From an optimization exercise on the open Yosys and OpenROAD flow, aimed at small area, a short achievable clock period and few clock cycles; shortcuts taken in it are not production practice.
Function was checked by simulation only, so behaviour that the tests miss may differ from the original.
Power and IR drop assume default switching activity.

`flow/run.sh`:
```
#!/bin/bash
# synth_recipe.tcl (not shown) runs the flow's synth.tcl, then flattens the netlist and writes it again
# the make line also repeats each setting of config.mk as NAME=value (left out here)
make -C /OpenROAD-flow-scripts/flow DESIGN_CONFIG=/design/flow/config.mk WORK_HOME=/design/flow/orfs CLKGATE_MAP_FILE= SYNTH_SCRIPT=/design/flow/synth_recipe.tcl finish
```
`flow/config.mk`:
```
export PLATFORM = sky130hd
export DESIGN_NAME = comp_unit_top
export DESIGN_NICKNAME = comp_unit_top
export VERILOG_FILES = /design/flow/design.v
export SDC_FILE = /design/flow/constraint.sdc
export NUM_CORES = 4
export LEC_CHECK = 0
export CAP_MARGIN = 20
export CORE_MARGIN = 2
export CORE_UTILIZATION = 40
export SETUP_SLACK_MARGIN = 3.5
export SLEW_MARGIN = 20
```
`flow/constraint.sdc`:
```
create_clock -name core_clock -period 6.0 [get_ports {clk}]
set_input_delay 1.2000 -clock core_clock [delete_from_list [all_inputs] [get_ports {clk}]]
set_output_delay 1.2000 -clock core_clock [all_outputs]
set_load 0.01 [all_outputs]
```
`flow/design.v`:
```
`default_nettype none
package comp_pkg;
   typedef struct packed {
      logic [32-1:0] data;
      logic [4-1:0]  rem;
      logic                  sof_n;
      logic                  eof_n;
      logic                  sop_n;
      logic                  eop_n;
      logic                  src_rdy_n;
   } ll_tx_t;
   typedef struct packed {
      logic [32-1:0] data;
      logic [4-1:0]  rem;
      logic                  sof_n;
      logic                  eof_n;
      logic                  sop_n;
      logic                  eop_n;
      logic                  src_rdy_n;
   } ll_rx_t;
   typedef struct packed {
      logic [10-1:0] abus;
      logic [31:0]        dbus;
      logic               read;
      logic               write;
   } dcr_req_t;
   typedef struct packed {
      logic [3-1:0]    flags;
      logic [32-1:0] src_len;
      logic [10-1:0]    task_index;
   } frame_info_t;
   typedef enum logic [3:0] {
      TX_IDLE    = 4'h0,
      TX_HDR     = 4'h1,
      TX_PAYLOAD = 4'h2,
      TX_TRAILER = 4'h3,
      TX_BUSY    = 4'h4
   } tx_state_e;
   typedef enum logic [3:0] {
      RX_IDLE    = 4'h0,
      RX_PAYLOAD = 4'h1,
      RX_APP1    = 4'h2,
      RX_APP2    = 4'h3,
      RX_APP3    = 4'h4,
      RX_APP4    = 4'h5
   } rx_state_e;
   typedef struct packed {
      tx_state_e          tx_state;
      rx_state_e          rx_state;
      logic [16-1:0]  word_cnt;
      logic [16-1:0]  byte_cnt;
      logic               busy;
   } status_t;
endpackage
`default_nettype wire
`default_nettype none
module payload_fifo (
   input  wire logic                   clk,
   input  wire logic                   rst_n,
   input  wire logic                   push_i,
   input  wire logic [32-1:0]  push_data_i,
   input  wire logic                   pop_i,
   output logic [32-1:0]       pop_data_o,
   output logic                        valid_o,
   output logic [6-1:0]         count_o
);
   localparam int N = 64 - 2;
   logic [32-1:0] mem [N];
   logic [6-1:0]   wr_ptr;
   logic [N-1:0]          rd_sel;
   logic [6-1:0]   fill;
   logic [32-1:0] rd_data;
   logic                  refill;
   always_comb begin
      rd_data = '0;
      for (int i = 0; i < N; i++) begin
         rd_data = rd_data | (mem[i] & {32{rd_sel[i]}});
      end
   end
   assign refill  = (fill != '0) && (!valid_o || pop_i);
   assign count_o = fill + 6'(valid_o);
   always_ff @(posedge clk) begin
      if (fill != 6'(N)) begin
         mem[wr_ptr] <= push_data_i;
      end
      if (refill) begin
         pop_data_o <= rd_data;
      end
   end
   always_ff @(posedge clk) begin
      if (!rst_n) begin
         wr_ptr  <= '0;
         rd_sel  <= N'(1);
         fill    <= '0;
         valid_o <= 1'b0;
      end else begin
         if (push_i) begin
            wr_ptr <= (wr_ptr == 6'(N - 1)) ? '0 : wr_ptr + 1'b1;
         end
         if (refill) begin
            rd_sel <= {rd_sel[N-2:0], rd_sel[N-1]};
         end
         fill <= fill + 6'(push_i) - 6'(refill);
         if (refill) begin
            valid_o <= 1'b1;
         end else if (pop_i) begin
            valid_o <= 1'b0;
         end
      end
   end
endmodule
`default_nettype wire
`default_nettype none
module ll_crc (
   input  wire logic [31:0]            crc_i,
   input  wire logic [32-1:0]  data_i,
   output logic [31:0]                 crc_o
);
   logic [31:0] x;
   assign x = crc_i ^ data_i;
   assign crc_o[0] = ^(x & 32'hf7011641);
   assign crc_o[1] = ^(x & 32'h19033ac3);
   assign crc_o[2] = ^(x & 32'hc50763c7);
   assign crc_o[3] = ^(x & 32'h8a0ec78e);
   assign crc_o[4] = ^(x & 32'he31c995d);
   assign crc_o[5] = ^(x & 32'h313824fb);
   assign crc_o[6] = ^(x & 32'h627049f6);
   assign crc_o[7] = ^(x & 32'h33e185ad);
   assign crc_o[8] = ^(x & 32'h90c21d1b);
   assign crc_o[9] = ^(x & 32'h21843a36);
   assign crc_o[10] = ^(x & 32'hb409622d);
   assign crc_o[11] = ^(x & 32'h9f13d21b);
   assign crc_o[12] = ^(x & 32'hc926b277);
   assign crc_o[13] = ^(x & 32'h924d64ee);
   assign crc_o[14] = ^(x & 32'h249ac9dc);
   assign crc_o[15] = ^(x & 32'h493593b8);
   assign crc_o[16] = ^(x & 32'h656a3131);
   assign crc_o[17] = ^(x & 32'hcad46262);
   assign crc_o[18] = ^(x & 32'h95a8c4c4);
   assign crc_o[19] = ^(x & 32'h2b518988);
   assign crc_o[20] = ^(x & 32'h56a31310);
   assign crc_o[21] = ^(x & 32'had462620);
   assign crc_o[22] = ^(x & 32'had8d5a01);
   assign crc_o[23] = ^(x & 32'hac1ba243);
   assign crc_o[24] = ^(x & 32'h58374486);
   assign crc_o[25] = ^(x & 32'hb06e890c);
   assign crc_o[26] = ^(x & 32'h97dc0459);
   assign crc_o[27] = ^(x & 32'h2fb808b2);
   assign crc_o[28] = ^(x & 32'h5f701164);
   assign crc_o[29] = ^(x & 32'hbee022c8);
   assign crc_o[30] = ^(x & 32'h7dc04590);
   assign crc_o[31] = ^(x & 32'hfb808b20);
endmodule
`default_nettype wire
`default_nettype none
module dcr_regs (
   input  wire logic                   clk,
   input  wire logic                   rst_n,
   input  wire comp_pkg::dcr_req_t     dcr_i,
   input  wire logic [7:0]             status_i,
   input  wire comp_pkg::frame_info_t  info_i,
   input  wire logic [6:0]             word_cnt_i,
   input  wire logic [8:0]             byte_cnt_i,
   output logic [1-1:0]       dcr_ack_o,
   output logic [31:0]                 dcr_rdata_o,
   output logic                        rst_engine_req_o
);
   logic [31:0] rd_mux;
   always_comb begin
      rd_mux = '0;
      case (dcr_i.abus[3:0])
         4'h0: begin
            rd_mux[31:28] = status_i[7:4];
            rd_mux[27:24] = status_i[3:0];
            rd_mux[0]     = |status_i;
         end
         4'h2: begin
            rd_mux[31 -: 3]  = info_i.flags;
            rd_mux[10-1:0]    = info_i.task_index;
         end
         4'h4: rd_mux = {9'b0, word_cnt_i, 7'b0, byte_cnt_i};
         4'h5: rd_mux = info_i.src_len;
         4'he: rd_mux = 32'h0102_0000;
         4'hf: rd_mux = 32'haa55_55aa;
         default: ;
      endcase
   end
   always_ff @(posedge clk) begin
      if (!rst_n) begin
         dcr_ack_o        <= '0;
         rst_engine_req_o <= 1'b0;
      end else begin
         dcr_ack_o        <= {1{dcr_i.read || dcr_i.write}};
         rst_engine_req_o <= dcr_i.write && (dcr_i.abus == '0) && dcr_i.dbus[31];
      end
   end
   always_ff @(posedge clk) begin
      dcr_rdata_o <= rd_mux;
   end
endmodule
`default_nettype wire
`default_nettype none
module comp_unit (
   input  wire logic                clk,
   input  wire logic                rst_n,
   input  wire comp_pkg::ll_tx_t    tx_i,
   input  wire logic                rx_dst_rdy_n_i,
   input  wire comp_pkg::dcr_req_t  dcr_i,
   output logic                     tx_dst_rdy_n_o,
   output comp_pkg::ll_rx_t         rx_o,
   output logic [1-1:0]    dcr_ack_o,
   output logic [31:0]              dcr_rdata_o,
   output logic                     rst_engine_req_o
);
   localparam int HC_W  = $clog2(8);
   localparam int WC_W  = $clog2(64) + 1;
   localparam int BC_W  = WC_W + 2;
   localparam int CAP   = 64 - 1;
   localparam logic [1:0] T_HDR = 2'd0;
   localparam logic [1:0] T_PAY = 2'd1;
   localparam logic [1:0] T_TRL = 2'd2;
   localparam logic [2:0] R_PAY  = 3'd0;
   localparam logic [2:0] R_APP1 = 3'd1;
   localparam logic [2:0] R_APP2 = 3'd2;
   localparam logic [2:0] R_APP3 = 3'd3;
   localparam logic [2:0] R_APP4 = 3'd4;
   logic [1:0]             tst;
   logic [HC_W-1:0]        hcnt;
   logic                   rdy;
   logic                   beat;
   logic [1:0]             tst_n;
   logic [HC_W-1:0]        hcnt_n;
   logic                   push;
   logic                   cap_flags;
   logic                   cap_len;
   logic                   cap_task;
   logic [32-1:0]  masked;
   logic [1:0]             pad;
   comp_pkg::frame_info_t  t_info;
   logic [31:0]            crc;
   logic [31:0]            crc_nxt;
   logic [WC_W-1:0]        t_wc;
   logic [1:0]             t_pad;
   logic [BC_W-1:0]        t_bc;
   logic                   t_pend;
   comp_pkg::frame_info_t  r_info;
   logic [31:0]            r_crc;
   logic [WC_W-1:0]        r_wc;
   logic [1:0]             r_pad;
   logic [BC_W-1:0]        r_bc;
   logic                   r_mis;
   logic                   r_full;
   logic                   r_load;
   logic [6-1:0]    cnt;
   logic                   pop;
   logic [32-1:0]  head;
   logic [2:0]             ph;
   logic [WC_W-1:0]        rc;
   logic                   ld;
   logic                   avail;
   logic                   known;
   logic [WC_W-1:0]        k_wc;
   logic [1:0]             k_pad;
   logic                   is_last;
   logic [3:0]             last_rem;
   comp_pkg::ll_rx_t       o_nxt;
   assign rdy            = !tx_dst_rdy_n_o;
   assign beat           = !tx_i.src_rdy_n && rdy;
   always_comb begin
      masked = tx_i.data;
      if (!tx_i.eop_n) begin
         for (int i = 0; i < 4; i++) begin
            if (tx_i.rem[i]) masked[8*i +: 8] = 8'h00;
         end
      end
   end
   assign pad = {tx_i.rem[1], tx_i.rem[0] ^ tx_i.rem[1] ^ tx_i.rem[2]};
   always_comb begin
      tst_n  = tst;
      hcnt_n = hcnt;
      case (tst)
         T_HDR: begin
            if (beat && (hcnt != '0 || !tx_i.sof_n)) begin
               hcnt_n = hcnt + 1'b1;
               if (hcnt == HC_W'(8 - 1)) tst_n = T_PAY;
            end
         end
         T_PAY: if (beat && !tx_i.eop_n) tst_n = T_TRL;
         T_TRL: if (beat && !tx_i.eof_n) tst_n = T_HDR;
         default: tst_n = T_HDR;
      endcase
   end
   logic t_pend_n;
   assign push      = beat && (tst == T_PAY);
   assign cap_flags = beat && (tst == T_HDR) && (hcnt == HC_W'(4));
   assign cap_len   = beat && (tst == T_HDR) && (hcnt == HC_W'(5));
   assign cap_task  = beat && (tst == T_HDR) && (hcnt == HC_W'(6));
   assign t_pend_n  = (push && !tx_i.eop_n) || (t_pend && r_full);
   always_ff @(posedge clk) begin
      if (!rst_n) begin
         tst       <= T_HDR;
         hcnt      <= '0;
         tx_dst_rdy_n_o <= 1'b1;
         t_pend    <= 1'b0;
      end else begin
         tst       <= tst_n;
         hcnt      <= hcnt_n;
         t_pend    <= t_pend_n;
         if (tst_n == T_PAY) begin
            tx_dst_rdy_n_o <= push ? (cnt >= 6'(CAP - 1)) : (cnt >= 6'(CAP));
         end else if (tst_n == T_HDR && hcnt_n == HC_W'(4)) begin
            tx_dst_rdy_n_o <= t_pend_n;
         end else begin
            tx_dst_rdy_n_o <= 1'b0;
         end
      end
   end
   ll_crc ll_crc_i (
      .crc_i  (crc),
      .data_i (masked),
      .crc_o  (crc_nxt)
   );
   always_ff @(posedge clk) begin
      if (cap_flags) t_info.flags      <= tx_i.data[32-1 -: 3];
      if (cap_len)   t_info.src_len    <= tx_i.data;
      if (cap_task)  t_info.task_index <= tx_i.data[10-1:0];
      if (cap_flags) begin
         crc <= 32'hFFFF_FFFF;
      end else if (push) begin
         crc <= crc_nxt;
      end
   end
   assign t_bc = {t_wc, 2'b00} - BC_W'(t_pad);
   always_ff @(posedge clk) begin
      if (!rst_n) begin
         t_wc  <= '0;
         t_pad <= '0;
      end else if (cap_flags) begin
         t_wc  <= '0;
         t_pad <= '0;
      end else if (push) begin
         t_wc  <= t_wc + 1'b1;
         if (!tx_i.eop_n) t_pad <= pad;
      end
   end
   assign r_load = t_pend && !r_full;
   always_ff @(posedge clk) begin
      if (r_load) begin
         r_info <= t_info;
         r_crc  <= crc;
         r_wc   <= t_wc;
         r_pad  <= t_pad;
         r_mis  <= (t_info.src_len != 32'(t_bc));
      end
   end
   logic head_v;
   payload_fifo payload_fifo_i (
      .clk         (clk),
      .rst_n       (rst_n),
      .push_i      (push),
      .push_data_i (masked),
      .pop_i       (pop),
      .pop_data_o  (head),
      .valid_o     (head_v),
      .count_o     (cnt)
   );
   assign known    = r_full || t_pend;
   assign k_wc     = r_full ? r_wc : t_wc;
   assign k_pad    = r_full ? r_pad : t_pad;
   assign is_last  = known && (rc + 1'b1 == k_wc);
   assign last_rem = ~({4{1'b1}} << k_pad);
   assign r_bc     = {r_wc, 2'b00} - BC_W'(r_pad);
   assign ld    = rx_o.src_rdy_n || !rx_dst_rdy_n_i;
   assign avail = (ph == R_PAY) ? head_v : r_full;
   assign pop   = ld && (ph == R_PAY) && head_v;
   always_comb begin
      o_nxt           = '1;
      o_nxt.src_rdy_n = 1'b0;
      o_nxt.rem       = '0;
      case (ph)
         R_APP1: o_nxt.data = {r_info.flags, r_mis,
                               {(32 - 3 - 10 - 2){1'b0}},
                               1'b1, r_crc[10-1:0]};
         R_APP2: o_nxt.data = 32'(r_bc);
         R_APP3: o_nxt.data = {r_crc[31:10], r_info.task_index};
         R_APP4: begin
            o_nxt.data  = r_info.src_len;
            o_nxt.eof_n = 1'b0;
         end
         default: begin
            o_nxt.data  = head;
            o_nxt.sof_n = (rc != '0);
            o_nxt.sop_n = (rc != '0);
            o_nxt.eop_n = !is_last;
            if (is_last) o_nxt.rem = last_rem;
         end
      endcase
   end
   always_ff @(posedge clk) begin
      if (!rst_n) begin
         rx_o.src_rdy_n <= 1'b1;
         ph             <= R_PAY;
         rc             <= '0;
         r_full         <= 1'b0;
      end else begin
         if (ld) begin
            rx_o.src_rdy_n <= !avail;
         end
         if (ld && avail) begin
            case (ph)
               R_PAY: begin
                  rc <= rc + 1'b1;
                  if (is_last) ph <= R_APP1;
               end
               R_APP1: ph <= R_APP2;
               R_APP2: ph <= R_APP3;
               R_APP3: ph <= R_APP4;
               default: begin
                  ph <= R_PAY;
                  rc <= '0;
               end
            endcase
         end
         if (r_load) begin
            r_full <= 1'b1;
         end else if (ld && avail && ph == R_APP4) begin
            r_full <= 1'b0;
         end
      end
   end
   localparam int OW = 32 + 4 + 4;
   logic [OW-1:0] o_word;
   logic [OW-1:0] o_out;
   logic [OW-1:0] o_keep;
   assign o_word = {o_nxt.data, o_nxt.rem, o_nxt.sof_n, o_nxt.eof_n,
                    o_nxt.sop_n, o_nxt.eop_n};
   always_ff @(posedge clk) begin
      o_out  <= (ld && avail) ? o_word : o_keep;
      o_keep <= (ld && avail) ? o_word : o_out;
   end
   assign {rx_o.data, rx_o.rem, rx_o.sof_n, rx_o.eof_n, rx_o.sop_n, rx_o.eop_n} = o_out;
   logic [7:0] status;
   logic       tx_busy;
   assign tx_busy = (tst != T_HDR) || (hcnt != '0) || t_pend;
   assign status  = {1'b0, tx_busy, tst, !rx_o.src_rdy_n, ph};
   dcr_regs dcr_regs_i (
      .clk              (clk),
      .rst_n            (rst_n),
      .dcr_i            (dcr_i),
      .status_i         (status | {7'b0, r_full || (cnt != '0)}),
      .info_i           (t_info),
      .word_cnt_i       (t_wc),
      .byte_cnt_i       (t_bc),
      .dcr_ack_o        (dcr_ack_o),
      .dcr_rdata_o      (dcr_rdata_o),
      .rst_engine_req_o (rst_engine_req_o)
   );
endmodule
`default_nettype wire
`default_nettype none
module comp_unit_top (
   input  wire logic                    clk,
   input  wire logic                    rst_n,
   input  wire logic [32-1:0]   tx_data_i,
   input  wire logic [4-1:0]    tx_rem_i,
   input  wire logic                    tx_sof_n_i,
   input  wire logic                    tx_eof_n_i,
   input  wire logic                    tx_sop_n_i,
   input  wire logic                    tx_eop_n_i,
   input  wire logic                    tx_src_rdy_n_i,
   output logic                         tx_dst_rdy_n_o,
   output logic [32-1:0]        rx_data_o,
   output logic [4-1:0]         rx_rem_o,
   output logic                         rx_sof_n_o,
   output logic                         rx_eof_n_o,
   output logic                         rx_sop_n_o,
   output logic                         rx_eop_n_o,
   output logic                         rx_src_rdy_n_o,
   input  wire logic                    rx_dst_rdy_n_i,
   input  wire logic [10-1:0]      dcr_abus_i,
   input  wire logic [31:0]             dcr_dbus_i,
   input  wire logic                    dcr_read_i,
   input  wire logic                    dcr_write_i,
   output logic [1-1:0]        dcr_ack_o,
   output logic [31:0]                  dcr_rdata_o,
   output logic                         rst_engine_req_o
);
   comp_pkg::ll_tx_t   tx;
   comp_pkg::ll_rx_t   rx;
   comp_pkg::dcr_req_t dcr;
   assign tx.data      = tx_data_i;
   assign tx.rem       = tx_rem_i;
   assign tx.sof_n     = tx_sof_n_i;
   assign tx.eof_n     = tx_eof_n_i;
   assign tx.sop_n     = tx_sop_n_i;
   assign tx.eop_n     = tx_eop_n_i;
   assign tx.src_rdy_n = tx_src_rdy_n_i;
   assign dcr.abus  = dcr_abus_i;
   assign dcr.dbus  = dcr_dbus_i;
   assign dcr.read  = dcr_read_i;
   assign dcr.write = dcr_write_i;
   assign rx_data_o      = rx.data;
   assign rx_rem_o       = rx.rem;
   assign rx_sof_n_o     = rx.sof_n;
   assign rx_eof_n_o     = rx.eof_n;
   assign rx_sop_n_o     = rx.sop_n;
   assign rx_eop_n_o     = rx.eop_n;
   assign rx_src_rdy_n_o = rx.src_rdy_n;
   comp_unit comp_unit_i (
      .clk              (clk),
      .rst_n            (rst_n),
      .tx_i             (tx),
      .rx_dst_rdy_n_i   (rx_dst_rdy_n_i),
      .dcr_i            (dcr),
      .tx_dst_rdy_n_o   (tx_dst_rdy_n_o),
      .rx_o             (rx),
      .dcr_ack_o        (dcr_ack_o),
      .dcr_rdata_o      (dcr_rdata_o),
      .rst_engine_req_o (rst_engine_req_o)
   );
endmodule
`default_nettype wire
```
==> results.txt, run 1 <==
# TYPE chip_impl_metric gauge
chip_impl_metric{name="synth_cell_types",unit=""} 67
chip_impl_info{name="critical-path-top-delay-family",value="simple AND/OR/NAND/NOR gates"} 1
chip_impl_metric{name="clock_insertion_delay_worst_skew",unit="ns"} 0.94
chip_impl_metric{name="post_synth_inst_count",unit=""} 5388
chip_impl_metric{name="ff2ff_setup_slack",unit="ns"} 3.36
chip_impl_metric{name="chipWidth",unit="µm"} 479
chip_impl_metric{name="antenna_found_initial",unit=""} 41
chip_impl_metric{name="post-route-period-util",unit="%"} 44.1
chip_impl_metric{name="detail-route-antenna-nets",unit=""} 0
chip_impl_metric{name="drc",unit=""} 0
chip_impl_metric{name="fin_worst_hold_slack",unit="ns"} 0.417
chip_impl_metric{name="cts.clk_slew.worst_paths",unit="ns"} 0.06
chip_impl_metric{name="clkSinkCount",unit=""} 2397
chip_impl_metric{name="dp_cells",unit=""} 8351
chip_impl_metric{name="port_buffers",unit=""} 131
chip_impl_info{name="worstPathCellList",value="buf_16 -> a22o_1 -> a221oi_2 -> nand4_1 -> or4_4"} 1
chip_impl_metric{name="grt_pass1_wl",unit="mm"} 526
chip_impl_metric{name="area_growth_syn_to_layout",unit="%"} 22.6
chip_impl_metric{name="vias_per_cell",unit=""} 6.97
chip_impl_metric{name="cts-hold-fix-buffers",unit=""} 0
chip_impl_metric{name="worst-slew-pin-transition",unit="ns"} 0.983
chip_impl_info{name="cp-start-kind",value="flip-flop"} 1
chip_impl_metric{name="finalNonFillerCells",unit=""} 9229
chip_impl_info{name="run_status",value="finished clean"} 1
chip_impl_metric{name="synth_edf_count",unit=""} 2148
chip_impl_metric{name="setup_slack",unit="ns"} 3.36
chip_impl_info{name="netlist_top_cells_area",value="sky130_fd_sc_hd__edfxtp_1, sky130_fd_sc_hd__dfxtp_1, sky130_fd_sc_hd__a22o_1, sky130_fd_sc_hd__a221oi_1, sky130_fd_sc_hd__xnor2_1"} 1
chip_impl_metric{name="post_route_cells_drive_above_1_share",unit="%"} 24.3
chip_impl_metric{name="pre_cts_slack",unit="ns"} 1.47
chip_impl_info{name="tritoncts",value="done"} 1
chip_impl_metric{name="yosys.area.top_type_share",unit="%"} 71.4
chip_impl_info{name="rsz_0062_raised_after_global_routing",value="yes"} 1
chip_impl_metric{name="initial_utilization",unit="%"} 40.2
chip_impl_info{name="clock_tree.root_cell",value="sky130_fd_sc_hd__clkbuf_16"} 1
chip_impl_metric{name="finalHoldViolations",unit=""} 0
chip_impl_metric{name="die-area",unit="µm²"} 230000
chip_impl_metric{name="async_reset_ff_share",unit="%"} 0
chip_impl_metric{name="ys_warn_count",unit=""} 3
chip_impl_metric{name="setup_tns",unit="ns"} 0
chip_impl_metric{name="detail_route.iter0.violations",unit=""} 13900
chip_impl_metric{name="critical_path_required",unit="ns"} 6.58
chip_impl_metric{name="post-layout-total-power",unit="mW"} 42.3
chip_impl_metric{name="cts_inserted_buffers",unit=""} 224
chip_impl_metric{name="report.final.slew_viol_count",unit=""} 0
chip_impl_metric{name="final-seq-area",unit="µm²"} 69800
chip_impl_metric{name="fmax",unit="MHz"} 378
chip_impl_metric{name="floorplan.die.height",unit="µm"} 479
chip_impl_info{name="crit_path_end_kind",value="flip-flop"} 1
chip_impl_metric{name="drt_first_pass_iters",unit=""} 6
chip_impl_metric{name="clock-skew-final",unit="ns"} 0.109
chip_impl_info{name="synth.largest_area_cell",value="sky130_fd_sc_hd__edfxtp_1"} 1
chip_impl_metric{name="final_setup_viols",unit=""} 0
chip_impl_metric{name="placementRows",unit=""} 174
chip_impl_metric{name="routed-via-count",unit=""} 64400
chip_impl_metric{name="detailed_place_hpwl",unit="mm"} 213
chip_impl_info{name="hold_path.class",value="flip-flop to flip-flop"} 1
chip_impl_metric{name="fill_cells",unit=""} 18500
chip_impl_metric{name="post_dp_cell_area",unit="µm²"} 97100
chip_impl_metric{name="wl_per_cell",unit="µm"} 44.7
chip_impl_metric{name="post_synth.cell_area_avg",unit="µm²"} 16.8
chip_impl_metric{name="maxCapViolations",unit=""} 0
chip_impl_metric{name="worst_slew_margin_rel",unit="%"} 34.5
chip_impl_metric{name="crit_buf_inv",unit=""} 1
chip_impl_metric{name="worst-endpoint-arrival",unit="ns"} 3.22
chip_impl_metric{name="vias_in_the_first_global_route",unit=""} 56800
chip_impl_info{name="yosys-top-cells-count",value="sky130_fd_sc_hd__edfxtp_1, sky130_fd_sc_hd__a22o_1, sky130_fd_sc_hd__a221oi_1"} 1
chip_impl_metric{name="cp_max_fo",unit=""} 15
chip_impl_metric{name="ys_ff_latch",unit=""} 2397
chip_impl_metric{name="postSynthNetCount",unit=""} 5504
chip_impl_metric{name="placeableCoreArea",unit="µm²"} 225000
chip_impl_metric{name="grt_use_total",unit="%"} 34.4
chip_impl_metric{name="wirelength",unit="mm"} 413
chip_impl_metric{name="gp_routability_congestion",unit=""} 0.930
chip_impl_metric{name="power_density",unit="nW/µm²"} 382
chip_impl_metric{name="final.min_clock_period",unit="ns"} 2.64
chip_impl_metric{name="cellLeakagePower",unit="nW"} 37.1
chip_impl_info{name="ys_dominant_reg_cell",value="sky130_fd_sc_hd__edfxtp_1"} 1
chip_impl_metric{name="syn-cell-area",unit="µm²"} 90400
chip_impl_metric{name="ys_seq_area_share",unit="%"} 76.9
chip_impl_metric{name="grt_max_degree",unit=""} 80
chip_impl_metric{name="fin_nets",unit=""} 6123
chip_impl_metric{name="peakVddDrop",unit="V"} 0.000293
chip_impl_info{name="synth.most_common_cell",value="sky130_fd_sc_hd__edfxtp_1"} 1
chip_impl_metric{name="multi_input_comb_area",unit="µm²"} 21700
chip_impl_metric{name="slowest_delay",unit="ns"} 0.80
chip_impl_metric{name="cts-htree-levels",unit=""} 4
chip_impl_metric{name="sum_of_overflow_across_all_layers_after_global_routing",unit=""} 0
chip_impl_metric{name="boundaryPins",unit=""} 164
chip_impl_metric{name="design_area",unit="µm²"} 111000
chip_impl_info{name="timing.setup.critical_path_class",value="flip-flop to flip-flop"} 1
chip_impl_metric{name="cts_buffer_depth",unit=""} 3
chip_impl_metric{name="fin_util",unit="%"} 49.3
chip_impl_info{name="timing.critical_path.slowest_stage_cell",value="sky130_fd_sc_hd__or4_4"} 1
[routing by layer]
layer | share of wire [%] | up-vias | global-route usage [%]
met1 | 33 | 32500 | 43.8
met3 | 19 | 1806 | 15.6
met4 | 8.2 | 41 | 21.0
met2 | 40 | 6924 | 47.6
met5 | 0.22 | - | 0
li1 | - | 23100 | -
[report_power, final]
group | internal, mW | total, mW | switching, mW
combinational | 4.07 | 8.48 | 4.42
clock | 7.85 | 14.3 | 6.47
sequential | 18.8 | 19.5 | 0.689
total | 30.7 | 42.3 | 11.6
[layout by cell type, fill, tap and decap left out, types with 110 or more instances in the layout]
cell                           n
sky130_fd_sc_hd__a221oi_1    446
sky130_fd_sc_hd__dfxtp_1     117
sky130_fd_sc_hd__a22o_1      502
sky130_fd_sc_hd__buf_6       110
sky130_fd_sc_hd__nand2_1     265
sky130_fd_sc_hd__nor2_1      164
sky130_fd_sc_hd__clkbuf_16   238
sky130_fd_sc_hd__xnor2_1     175
sky130_fd_sc_hd__edfxtp_1   2148
sky130_fd_sc_hd__buf_4       365
sky130_fd_sc_hd__nand4_1     138
[state kept, by name (all words and copies together) (netlist names), 7 cells and up]
| name | count |
|---|---|
| comp_unit_i.crc | 32 |
| comp_unit_i.dcr_regs_i.dcr_rdata_o | 32 |
| comp_unit_i.o_keep | 40 |
| comp_unit_i.o_out | 40 |
| comp_unit_i.payload_fifo_i.mem | 1984 |
| comp_unit_i.payload_fifo_i.pop_data_o | 32 |
| comp_unit_i.payload_fifo_i.rd_sel | 62 |
| comp_unit_i.r_crc | 32 |
| comp_unit_i.r_info | 45 |
| comp_unit_i.r_wc | 7 |
| comp_unit_i.rc | 7 |
| comp_unit_i.t_info | 45 |
| comp_unit_i.t_wc | 7 |
[layout make-up]
| class | instances | share of cell area, % |
|---|---|---|
| sequential | 2397 | 63.0 |
| multi-input combinational | 2640 | 19.6 |
| timing repair inverter | 3 | 0.0237 |
| timing repair buffer | 710 | 7.19 |
| inverter | 31 | 0.132 |
| clock buffer | 306 | 5.50 |
| tap | 2992 | 3.38 |
| clock inverter | 109 | 1.04 |
| antenna | 41 | 0.0926 |
[repair_timing]
| item | 4_1_cts | 5_1_grt |
|---|---|---|
| setup buffers | 265 | 86 |
| setup endpoints to repair | 3044 | 802 |
| pin swaps | 123 | 53 |
| resized for setup | 943 | 200 |
| cloned | 55 | 16 |
[cells by family after synthesis]
kind of cell | share of synthesized area, %
buf+inv | 1.70
compound gates | 11.8
xor+xnor | 4.28
simple gates | 4.45
fa+ha+maj | 0.407
flops | 76.9
mux | 0.460
[worst paths after layout]
| kind | startpoint | endpoint | cells past startpoint |
|---|---|---|---|
| hold reg to reg | comp_unit_i.o_keep[5] | comp_unit_i.o_out[5] | 2 |
| setup / recovery | comp_unit_i.payload_fifo_i.rd_sel[26] | comp_unit_i.payload_fifo_i.pop_data_o[18] | 5 |
| hold / removal | comp_unit_i.o_keep[5] | comp_unit_i.o_out[5] | 2 |
| setup reg to reg | comp_unit_i.payload_fifo_i.rd_sel[26] | comp_unit_i.payload_fifo_i.pop_data_o[18] | 5 |
[tightest hold or removal path: stages, from the launching register on]
cell,delay (ns)
sky130_fd_sc_hd__dfxtp_1,0.30
sky130_fd_sc_hd__nand2_1,0.05
sky130_fd_sc_hd__nand2_1,0.04
Testbench counts, summed over its fixed seeds: cycles 11,075.
==> inputs of run 2 (changes only) <==
--- a/flow/design.v
+++ b/flow/design.v
@@ -295,7 +295,7 @@
    assign cap_flags = beat && (tst == T_HDR) && (hcnt == HC_W'(4));
    assign cap_len   = beat && (tst == T_HDR) && (hcnt == HC_W'(5));
    assign cap_task  = beat && (tst == T_HDR) && (hcnt == HC_W'(6));
-   assign t_pend_n  = (push && !tx_i.eop_n) || (t_pend && r_full);
+   assign t_pend_n  = (push && !tx_i.eop_n) || (t_pend && !r_load);
    always_ff @(posedge clk) begin
       if (!rst_n) begin
          tst       <= T_HDR;
@@ -315,9 +315,21 @@
          end
       end
    end
+   logic [32-1:0]  crc_d;
+   logic                   crc_v;
+   always_ff @(posedge clk) begin
+      crc_d <= masked;
+   end
+   always_ff @(posedge clk) begin
+      if (!rst_n) begin
+         crc_v <= 1'b0;
+      end else begin
+         crc_v <= push;
+      end
+   end
    ll_crc ll_crc_i (
       .crc_i  (crc),
-      .data_i (masked),
+      .data_i (crc_d),
       .crc_o  (crc_nxt)
    );
    always_ff @(posedge clk) begin
@@ -326,7 +338,7 @@
       if (cap_task)  t_info.task_index <= tx_i.data[10-1:0];
       if (cap_flags) begin
          crc <= 32'hFFFF_FFFF;
-      end else if (push) begin
+      end else if (crc_v) begin
          crc <= crc_nxt;
       end
    end
@@ -343,7 +355,7 @@
          if (!tx_i.eop_n) t_pad <= pad;
       end
    end
-   assign r_load = t_pend && !r_full;
+   assign r_load = t_pend && !r_full && !crc_v;
    always_ff @(posedge clk) begin
       if (r_load) begin
          r_info <= t_info;
--- a/flow/config.mk
+++ b/flow/config.mk
@@ -8,5 +8,7 @@
 export CAP_MARGIN = 20
 export CORE_MARGIN = 2
 export CORE_UTILIZATION = 40
+export CTS_CLUSTER_DIAMETER = 60
+export CTS_CLUSTER_SIZE = 20
 export SETUP_SLACK_MARGIN = 3.5
 export SLEW_MARGIN = 20
==> run 2 against run 1 <==
Core utilization is 1.9 points lower. Via count is 5.7% lower. Register-to-register slack better by 0.03 ns. Wire length shrank 7.8%. Combinational power fell by 42%. Largest cell class unchanged. Sequential share of layout area grew 3.2 points. Total power fell by 15%. Sequential cell count increased by 33. Critical path type unchanged. Clock skew shrank 0.047 ns. Hold slack better by 0.0017 ns.
==> results.txt, run 2 <==
# TYPE chip_impl_metric gauge
chip_impl_info{name="run_status",value="finished clean"} 1
chip_impl_info{name="cp-start-kind",value="flip-flop"} 1
chip_impl_metric{name="yosys.area.top_type_share",unit="%"} 71.5
chip_impl_metric{name="vias_per_cell",unit=""} 6.87
chip_impl_metric{name="worst_slew_margin_rel",unit="%"} 31.3
chip_impl_info{name="whs_endpoint",value="comp_unit_i.o_out[14]"} 1
chip_impl_info{name="yosys-top-cells-count",value="sky130_fd_sc_hd__edfxtp_1, sky130_fd_sc_hd__a22o_1, sky130_fd_sc_hd__a221oi_1"} 1
chip_impl_metric{name="ys_ff_latch",unit=""} 2430
chip_impl_metric{name="initial_utilization",unit="%"} 40.2
chip_impl_metric{name="clock-skew-final",unit="ns"} 0.0616
chip_impl_metric{name="post-route-period-util",unit="%"} 43.6
chip_impl_info{name="regToRegStartpoint",value="comp_unit_i.payload_fifo_i.rd_sel[26]"} 1
chip_impl_metric{name="fin_util",unit="%"} 47.4
chip_impl_metric{name="ys_seq_area_share",unit="%"} 77.8
chip_impl_metric{name="global_route.usage.met3",unit="%"} 10.7
chip_impl_metric{name="fin_nets",unit=""} 5816
chip_impl_metric{name="cts_buffer_depth",unit=""} 3
chip_impl_metric{name="detail_route.iter0.violations",unit=""} 12000
chip_impl_metric{name="cts.clk_slew.worst_paths",unit="ns"} 0.08
chip_impl_metric{name="fmax",unit="MHz"} 383
chip_impl_info{name="netlist_top_cells_area",value="sky130_fd_sc_hd__edfxtp_1, sky130_fd_sc_hd__dfxtp_1, sky130_fd_sc_hd__a22o_1, sky130_fd_sc_hd__a221oi_1, sky130_fd_sc_hd__xnor2_1"} 1
chip_impl_metric{name="cp_max_fo",unit=""} 22
chip_impl_metric{name="clock_insertion_delay_worst_skew",unit="ns"} 0.89
chip_impl_metric{name="report.final.slew_viol_count",unit=""} 0
chip_impl_info{name="rr_endpoint",value="comp_unit_i.payload_fifo_i.pop_data_o[30]"} 1
chip_impl_info{name="rsz_0062_raised_after_global_routing",value="yes"} 1
chip_impl_metric{name="area_growth_syn_to_layout",unit="%"} 18.0
chip_impl_metric{name="setup_tns",unit="ns"} 0
chip_impl_metric{name="chipWidth",unit="µm"} 479
chip_impl_metric{name="final.min_clock_period",unit="ns"} 2.61
chip_impl_metric{name="detail-route-antenna-nets",unit=""} 0
chip_impl_metric{name="boundaryPins",unit=""} 164
chip_impl_metric{name="synth_cell_types",unit=""} 65
chip_impl_info{name="commonest_cells_after_routing_fill_and_taps_aside",value="sky130_fd_sc_hd__edfxtp_1, sky130_fd_sc_hd__a22o_1, sky130_fd_sc_hd__a221oi_1"} 1
chip_impl_info{name="hold_path.class",value="flip-flop to flip-flop"} 1
chip_impl_metric{name="syn-cell-area",unit="µm²"} 90200
chip_impl_metric{name="ys_warn_count",unit=""} 3
chip_impl_info{name="timing.setup.critical_path_class",value="flip-flop to flip-flop"} 1
chip_impl_info{name="final_common_cell",value="sky130_fd_sc_hd__edfxtp_1"} 1
chip_impl_metric{name="wirelength",unit="mm"} 381
chip_impl_info{name="gr-max-usage-layer",value="met2"} 1
chip_impl_info{name="clock_tree.root_cell",value="sky130_fd_sc_hd__clkbuf_16"} 1
chip_impl_info{name="synth.largest_area_cell",value="sky130_fd_sc_hd__edfxtp_1"} 1
chip_impl_metric{name="largest_register_ffs",unit=""} 1984
chip_impl_metric{name="cts_inserted_buffers",unit=""} 164
chip_impl_metric{name="placeableCoreArea",unit="µm²"} 224000
chip_impl_metric{name="clkSinkCount",unit=""} 2430
chip_impl_metric{name="synth_edf_count",unit=""} 2148
chip_impl_metric{name="antenna_found_initial",unit=""} 29
chip_impl_metric{name="vias_in_the_first_global_route",unit=""} 54200
chip_impl_metric{name="port_buffers",unit=""} 131
chip_impl_metric{name="detailed_place_hpwl",unit="mm"} 206
chip_impl_metric{name="gp_routability_congestion",unit=""} 0.903
chip_impl_metric{name="pre_cts_slack",unit="ns"} 1.82
chip_impl_metric{name="holdPathStages",unit=""} 2
chip_impl_info{name="crit_path_end_kind",value="flip-flop"} 1
chip_impl_metric{name="routed-via-count",unit=""} 60700
chip_impl_metric{name="cts-htree-levels",unit=""} 4
chip_impl_metric{name="ff2ff_setup_slack",unit="ns"} 3.39
chip_impl_metric{name="async_reset_ff_share",unit="%"} 0
chip_impl_metric{name="setup_slack",unit="ns"} 3.39
chip_impl_metric{name="drt_first_pass_iters",unit=""} 6
chip_impl_metric{name="post_synth.cell_area_avg",unit="µm²"} 17.0
chip_impl_metric{name="critical_path_required",unit="ns"} 6.59
chip_impl_metric{name="post_route_cells_drive_above_1_share",unit="%"} 20.5
chip_impl_metric{name="wl_per_cell",unit="µm"} 43.1
chip_impl_metric{name="grt_max_degree",unit=""} 81
chip_impl_metric{name="final_setup_viols",unit=""} 0
chip_impl_metric{name="globalRouteMet1Util",unit="%"} 41.6
chip_impl_metric{name="post_synth_inst_count",unit=""} 5298
chip_impl_info{name="top_regs",value="comp_unit_i.payload_fifo_i.mem: 1984 flops, comp_unit_i.payload_fifo_i.rd_sel: 62 flops"} 1
chip_impl_metric{name="die-area",unit="µm²"} 229000
chip_impl_metric{name="worstRegToRegCells",unit=""} 6
chip_impl_metric{name="grt_use_total",unit="%"} 31.8
chip_impl_metric{name="peakVddDrop",unit="V"} 0.000285
chip_impl_metric{name="sum_of_overflow_across_all_layers_after_global_routing",unit=""} 0
chip_impl_metric{name="postSynthNetCount",unit=""} 5414
chip_impl_metric{name="placementRows",unit=""} 174
chip_impl_metric{name="worst-endpoint-arrival",unit="ns"} 3.20
chip_impl_info{name="synth.most_common_cell",value="sky130_fd_sc_hd__edfxtp_1"} 1
chip_impl_metric{name="worst-slew-pin-transition",unit="ns"} 1.03
chip_impl_info{name="tritoncts",value="done"} 1
chip_impl_metric{name="cellLeakagePower",unit="nW"} 34.8
chip_impl_metric{name="power_density",unit="nW/µm²"} 339
chip_impl_info{name="ys_dominant_reg_cell",value="sky130_fd_sc_hd__edfxtp_1"} 1
chip_impl_metric{name="use_met2",unit="%"} 47.0
chip_impl_metric{name="dp_cells",unit=""} 8292
chip_impl_metric{name="floorplan.die.height",unit="µm"} 479
chip_impl_metric{name="drc",unit=""} 0
chip_impl_info{name="largest_register_by_flop_count",value="comp_unit_i.payload_fifo_i.mem"} 1
chip_impl_metric{name="grt_pass1_wl",unit="mm"} 492
chip_impl_metric{name="maxCapViolations",unit=""} 0
chip_impl_metric{name="finalHoldViolations",unit=""} 0
chip_impl_info{name="worst_hold_startpoint",value="comp_unit_i.o_keep[14]"} 1
chip_impl_metric{name="finalNonFillerCells",unit=""} 8828
chip_impl_metric{name="fin_worst_hold_slack",unit="ns"} 0.419
-- run 2: cell types whose count changed after synthesis, sizes merged, moves of 9 or more --
cell / change
xnor2: -51
dfxtp: +33
nand2: -31
xor2: -19
o211ai: -18
buf: -17
nor2: -14
clkbuf: -13
nor3: +11
a21oi: +10
o21ai: +9
-- run 2: critical path: stages, from the launching register on --
cell	delay (ns)
sky130_fd_sc_hd__dfxtp_2	0.33
sky130_fd_sc_hd__buf_8	0.23
sky130_fd_sc_hd__buf_16	0.26
sky130_fd_sc_hd__a22o_1	0.24
sky130_fd_sc_hd__a221oi_2	0.23
sky130_fd_sc_hd__nand4_1	0.37
sky130_fd_sc_hd__or4_4	0.63
-- run 2: metrics by stage --
stage	area, µm²	power [mW]
floorplan	90600	22.1
global placement	96300	24.0
detailed placement	96400	24.0
CTS	105000	35.8
global route	106000	36.8
finish	106000	36.1
-- run 2: report_power, final --
group          switching [mW]  internal [mW]
Clock                    6.06           5.73
Combinational            2.90           2.01
Sequential              0.455           18.9
-- run 2: kinds of logic after synthesis --
group	share of synthesized area, %
fa+ha+maj	0.408
compound gates	11.9
buf+inv	1.55
xor+xnor	3.63
mux	0.393
simple gates	4.33
flops	77.8
-- run 2: worst max-delay path by stage --
stage / startpoint / to / cells past startpoint
after CTS: comp_unit_i.ph[1] / comp_unit_i.payload_fifo_i.fill[5] / 14
final: comp_unit_i.payload_fifo_i.rd_sel[26] / comp_unit_i.payload_fifo_i.pop_data_o[30] / 6
after global routing: comp_unit_i.ph[0] / comp_unit_i.payload_fifo_i.fill[4] / 16
after global placement: rx_dst_rdy_n_i / comp_unit_i.payload_fifo_i.fill[4] / 16
after floorplan: rx_dst_rdy_n_i / comp_unit_i.payload_fifo_i.fill[4] / 17
after detailed placement: rx_dst_rdy_n_i / comp_unit_i.payload_fifo_i.fill[5] / 14
-- run 2: area by class of cell --
cell class | instances | area, µm²
clock inverters | 84 | 947
well taps | 2992 | 3740
inverters | 30 | 140
multi-input cells | 2503 | 20300
flip-flops and latches | 2430 | 70500
clock buffers | 196 | 4370
diodes | 22 | 55.1
fillers | 18600 | 118000
repair buffers | 568 | 6340
repair inverters | 3 | 26.3
-- run 2: per-layer routing --
layer	wire (µm)	vias up	part of all wire, %
met1	128000	30900	34
met4	26400	14	6.9
met3	64000	1396	17
met5	91	-	0.024
li1	-	22300	-
met2	162000	6028	42
-- run 2: what timing repair did --
item | CTS | global route
gates cloned | 7 | 9
endpoints found under the setup margin | 4214 | 1128
resized for setup | 815 | 142
hold endpoints to repair | 0 | 0
hold buffers | 0 | 0
buffers inserted | 153 | 65
pin swaps | 73 | 43
Testbench counts of run 2, summed over its fixed seeds: cycles 11,075.
==> inputs of run 3 (changes only) <==
--- a/flow/design.v
+++ b/flow/design.v
@@ -79,6 +79,10 @@
    end
    assign refill  = (fill != '0) && (!valid_o || pop_i);
    assign count_o = fill + 6'(valid_o);
+   logic [6-1:0]   fill_up;
+   logic [6-1:0]   fill_down;
+   assign fill_up   = fill + 1'b1;
+   assign fill_down = fill - 1'b1;
    always_ff @(posedge clk) begin
       if (fill != 6'(N)) begin
          mem[wr_ptr] <= push_data_i;
@@ -100,7 +104,11 @@
          if (refill) begin
             rd_sel <= {rd_sel[N-2:0], rd_sel[N-1]};
          end
-         fill <= fill + 6'(push_i) - 6'(refill);
+         if (push_i && !refill) begin
+            fill <= fill_up;
+         end else if (!push_i && refill) begin
+            fill <= fill_down;
+         end
          if (refill) begin
             valid_o <= 1'b1;
          end else if (pop_i) begin
==> run 3 against run 2 <==
Still clean. Die area about the same. Global-route usage decreased by 0.38 points. Critical path depth rose by 10. Hold slack worse by 0.0024 ns. Combinational power up 17%. Sequential power about the same. Final cell count is 0.35% lower. Fmax fell by 6.0%. Clock skew fell by 0.0018 ns.
==> results.txt, run 3 <==
# TYPE chip_impl_metric gauge
chip_impl_metric{name="detail-route-antenna-nets",unit=""} 0
chip_impl_info{name="yosys-top-cells-count",value="sky130_fd_sc_hd__edfxtp_1, sky130_fd_sc_hd__a22o_1, sky130_fd_sc_hd__a221oi_1"} 1
chip_impl_info{name="hold_path.class",value="flip-flop to flip-flop"} 1
chip_impl_metric{name="async_reset_ff_share",unit="%"} 0
chip_impl_metric{name="worst_slew_margin_rel",unit="%"} 34.4
chip_impl_metric{name="post-route-period-util",unit="%"} 46.3
chip_impl_metric{name="placementRows",unit=""} 174
chip_impl_info{name="netlist_top_cells_area",value="sky130_fd_sc_hd__edfxtp_1, sky130_fd_sc_hd__dfxtp_1, sky130_fd_sc_hd__a22o_1, sky130_fd_sc_hd__a221oi_1, sky130_fd_sc_hd__xnor2_1"} 1
chip_impl_info{name="clock_tree.root_cell",value="sky130_fd_sc_hd__clkbuf_16"} 1
chip_impl_metric{name="slowest_delay",unit="ns"} 0.36
chip_impl_metric{name="gp_routability_congestion",unit=""} 0.908
chip_impl_metric{name="wirelength",unit="mm"} 378
chip_impl_metric{name="dp_cells",unit=""} 8306
chip_impl_metric{name="drt_first_pass_iters",unit=""} 6
chip_impl_metric{name="final_setup_viols",unit=""} 0
chip_impl_metric{name="peakVddDrop",unit="V"} 0.000266
chip_impl_metric{name="setup_tns",unit="ns"} 0
chip_impl_metric{name="postSynthNetCount",unit=""} 5431
chip_impl_info{name="largest_register_by_flop_count",value="comp_unit_i.payload_fifo_i.mem"} 1
chip_impl_metric{name="cellLeakagePower",unit="nW"} 34.4
chip_impl_metric{name="worst-endpoint-arrival",unit="ns"} 3.56
chip_impl_metric{name="fin_worst_hold_slack",unit="ns"} 0.417
chip_impl_metric{name="cts-htree-levels",unit=""} 4
chip_impl_metric{name="yosys.area.top_type_share",unit="%"} 71.6
chip_impl_metric{name="grt_pass1_wl",unit="mm"} 486
chip_impl_metric{name="cts.clk_slew.worst_paths",unit="ns"} 0.08
chip_impl_metric{name="worstRegToRegCells",unit=""} 16
chip_impl_info{name="regToRegStartpoint",value="comp_unit_i.ph[1]"} 1
chip_impl_metric{name="detail_route.iter0.violations",unit=""} 11800
chip_impl_metric{name="ff2ff_setup_slack",unit="ns"} 3.22
chip_impl_metric{name="maxCapViolations",unit=""} 0
chip_impl_info{name="crit_path_end_kind",value="flip-flop"} 1
chip_impl_metric{name="drc",unit=""} 0
chip_impl_metric{name="holdPathStages",unit=""} 2
chip_impl_metric{name="vias_per_cell",unit=""} 6.86
chip_impl_metric{name="final.min_clock_period",unit="ns"} 2.78
chip_impl_metric{name="routed-via-count",unit=""} 60400
chip_impl_metric{name="port_buffers",unit=""} 131
chip_impl_info{name="timing.setup.critical_path_class",value="flip-flop to flip-flop"} 1
chip_impl_info{name="ys_dominant_reg_cell",value="sky130_fd_sc_hd__edfxtp_1"} 1
chip_impl_metric{name="syn-cell-area",unit="µm²"} 90100
chip_impl_info{name="worst_hold_startpoint",value="comp_unit_i.o_keep[13]"} 1
chip_impl_info{name="rsz_0062_raised_after_global_routing",value="yes"} 1
chip_impl_metric{name="placeableCoreArea",unit="µm²"} 224000
chip_impl_info{name="whs_endpoint",value="comp_unit_i.o_out[13]"} 1
chip_impl_metric{name="finalNonFillerCells",unit=""} 8797
chip_impl_info{name="worstPathCellList",value="buf_12 -> or2_4 -> nor2_4 -> nand2_2 -> nand2_4 -> nand2b_4 -> ha_4 -> inv_6 -> ha_4 -> a21o_1 -> a21oi_2 -> o21bai_1 -> a21oi_1 -> xnor2_1 -> or3_1 -> a21oi_2"} 1
chip_impl_metric{name="ys_ff_latch",unit=""} 2430
chip_impl_metric{name="area_growth_syn_to_layout",unit="%"} 17.2
chip_impl_metric{name="cp_max_fo",unit=""} 15
chip_impl_metric{name="clock_insertion_delay_worst_skew",unit="ns"} 0.87
chip_impl_metric{name="cts_buffer_depth",unit=""} 3
chip_impl_metric{name="die-area",unit="µm²"} 229000
chip_impl_metric{name="detailed_place_hpwl",unit="mm"} 206
chip_impl_metric{name="synth_cell_types",unit=""} 64
chip_impl_metric{name="critical_path_required",unit="ns"} 6.78
chip_impl_metric{name="synth_edf_count",unit=""} 2148
chip_impl_info{name="synth.largest_area_cell",value="sky130_fd_sc_hd__edfxtp_1"} 1
chip_impl_metric{name="ys_warn_count",unit=""} 3
chip_impl_metric{name="antenna_found_initial",unit=""} 20
chip_impl_metric{name="wl_per_cell",unit="µm"} 42.9
chip_impl_metric{name="floorplan.die.height",unit="µm"} 479
chip_impl_info{name="commonest_cells_after_routing_fill_and_taps_aside",value="sky130_fd_sc_hd__edfxtp_1, sky130_fd_sc_hd__a22o_1, sky130_fd_sc_hd__a221oi_1"} 1
chip_impl_metric{name="sum_of_overflow_across_all_layers_after_global_routing",unit=""} 0
chip_impl_metric{name="clock-skew-final",unit="ns"} 0.0599
chip_impl_metric{name="fmax",unit="MHz"} 360
chip_impl_metric{name="report.final.slew_viol_count",unit=""} 0
chip_impl_metric{name="initial_utilization",unit="%"} 40.2
chip_impl_metric{name="clkSinkCount",unit=""} 2430
chip_impl_info{name="run_status",value="finished clean"} 1
chip_impl_metric{name="cts_inserted_buffers",unit=""} 158
chip_impl_metric{name="post_synth.cell_area_avg",unit="µm²"} 16.9
chip_impl_metric{name="vias_in_the_first_global_route",unit=""} 53700
chip_impl_info{name="top_regs",value="comp_unit_i.payload_fifo_i.mem: 1984 flops, comp_unit_i.payload_fifo_i.rd_sel: 62 flops"} 1
chip_impl_metric{name="finalHoldViolations",unit=""} 0
chip_impl_info{name="synth.most_common_cell",value="sky130_fd_sc_hd__edfxtp_1"} 1
chip_impl_metric{name="worst-slew-pin-transition",unit="ns"} 0.983
chip_impl_metric{name="fin_nets",unit=""} 5791
chip_impl_metric{name="power_density",unit="nW/µm²"} 348
chip_impl_metric{name="chipWidth",unit="µm"} 479
chip_impl_metric{name="grt_use_total",unit="%"} 31.4
chip_impl_metric{name="post_route_cells_drive_above_1_share",unit="%"} 19.6
chip_impl_metric{name="crit_buf_inv",unit=""} 2
chip_impl_metric{name="post_synth_inst_count",unit=""} 5322
chip_impl_metric{name="fill_cells",unit=""} 18800
chip_impl_metric{name="ys_seq_area_share",unit="%"} 77.8
chip_impl_info{name="cp-start-kind",value="flip-flop"} 1
chip_impl_metric{name="post-layout-total-power",unit="mW"} 36.7
chip_impl_metric{name="grt_max_degree",unit=""} 71
chip_impl_info{name="rr_endpoint",value="comp_unit_i.payload_fifo_i.fill[5]"} 1
chip_impl_metric{name="largest_register_ffs",unit=""} 1984
chip_impl_info{name="final_common_cell",value="sky130_fd_sc_hd__edfxtp_1"} 1
chip_impl_info{name="tritoncts",value="done"} 1
chip_impl_info{name="critical-path-top-delay-family",value="simple AND/OR/NAND/NOR gates"} 1
chip_impl_info{name="timing.critical_path.slowest_stage_cell",value="sky130_fd_sc_hd__dfxtp_4"} 1
chip_impl_metric{name="boundaryPins",unit=""} 164
==> run 3: repair_timing <==
action | 4_1_cts | 5_1_grt
hold buffers | 0 | 0
resized for setup | 766 | 148
endpoints found under the setup margin | 4266 | 1305
setup buffers | 148 | 45
pin swaps | 67 | 42
gates cloned | 3 | 12
==> run 3: final cells by class <==
type                    count  area, µm²  share of cell area (%)
clock inverters            71        916                   0.867
flip-flops and latches   2430      70400                    66.7
clock buffers             198       4250                    4.02
well taps                2992       3740                    3.54
multi-input cells        2536      20300                    19.3
inverters                  24        135                   0.128
repair buffers            532       5750                    5.45
diodes                     14       35.0                  0.0332
==> run 3: worst reg2reg max path, delay by kind of cell (launching register included) <==
kind | cells | cell delay [ns]
adders and majority gates | 2 | 0.37
and+or+nand+nor | 6 | 0.99
buffers and inverters | 2 | 0.22
DFF | 1 | 0.36
AOI/OAI and AO/OA | 5 | 0.71
xor gates and xnor gates | 1 | 0.09
==> run 3: cell families (layout without fill, tap and decap cells) <==
logic type,count (synthesis),in the layout,share of synthesized area [%]
AOI/OAI and AO/OA,1327,1327,11.9
xor gates and xnor gates,294,294,3.61
adders and majority gates,22,22,0.311
buffers and inverters,366,825,1.53
DFF,2430,2430,77.8
muxes,34,34,0.378
other,0,14,0
and+or+nand+nor,849,859,4.45
==> run 3: metrics by stage <==
| step | util (%) | cell area [µm²] | setup slack, ns |
|---|---|---|---|
| 3_5_place_dp | 42.9 | 96400 | 1.90 |
| 4_1_cts | 46.5 | 104000 | 3.17 |
| 6_report | 47.1 | 106000 | 3.22 |
| 3_3_place_gp | 42.8 | 96100 | 1.86 |
| 2_1_floorplan | - | 90400 | 2.77 |
| 5_1_grt | 47.0 | 106000 | 3.13 |
==> run 3: per-layer routing <==
metal / global-route usage [%] / share of wire [%] / wire (µm) / up-vias
met4: 16.0 / 6.8 / 25700 / 20
met3: 11.8 / 17 / 65100 / 1383
met2: 45.5 / 41 / 157000 / 5894
li1: - / - / - / 22200
met5: 0.435 / 0.15 / 579 / -
met1: 41.3 / 34 / 130000 / 30800
==> run 3: worst max path at each step <==
stage                      start                                 end  slack, ns  cells after the start
6_report       comp_unit_i.ph[1]  comp_unit_i.payload_fifo_i.fill[5]       3.22                     16
5_1_grt        comp_unit_i.ph[1]  comp_unit_i.payload_fifo_i.fill[5]       3.13                     16
4_1_cts        comp_unit_i.ph[1]  comp_unit_i.payload_fifo_i.fill[5]       3.17                     16
3_5_place_dp      tx_src_rdy_n_i  comp_unit_i.payload_fifo_i.fill[5]       1.90                     13
3_3_place_gp      tx_src_rdy_n_i  comp_unit_i.payload_fifo_i.fill[5]       1.86                     14
2_1_floorplan     rx_dst_rdy_n_i  comp_unit_i.payload_fifo_i.fill[5]       2.77                     16
==> run 3: power by group <==
group	switching, mW	total (mW)	internal [mW]
sequential	0.515	19.5	19.0
combinational	3.30	5.74	2.44
clock	6.01	11.5	5.53
Testbench counts of run 3, summed over its fixed seeds: cycles 11,075.

## what the ideal ports hide
No port has a modelled driver above. Below, the same layouts with a new extraction and two added sets of constraints. Step 1: set_driving_cell puts a clkbuf_16 on clk and a buf_2 on each other input, an assumption about the parent block. Step 2 times the ports against the registers' clock, not the clock port: input delays grow and output delays shrink by t, the midpoint of the rising clock arrivals with the driver on. a / b / c = ideal / step 1 / step 2; a / b = the first two.
run | t (ns) | setup slack, ns | hold slack, ns | slew at the worst register clock pin (ns) | worst data-port slew with drivers (ns)
run 1 | 0.978 | 3.356 / 3.329 / 2.512 | 0.417 / 0.417 / 0.417 | 0.07 / 0.07 | 0.10
run 2 | 0.947 | 3.387 / 3.374 / 2.507 | 0.419 / 0.419 / 0.419 | 0.09 / 0.09 | 0.07
run 3 | 0.929 | 3.219 / 3.219 / 2.427 | 0.417 / 0.417 / 0.417 | 0.09 / 0.09 | 0.07
After both steps every run listed still meets setup and hold. For run 2, which loses most, drivers alone change the setup slack by -0.013 ns; drivers and shift together by -0.880 ns.
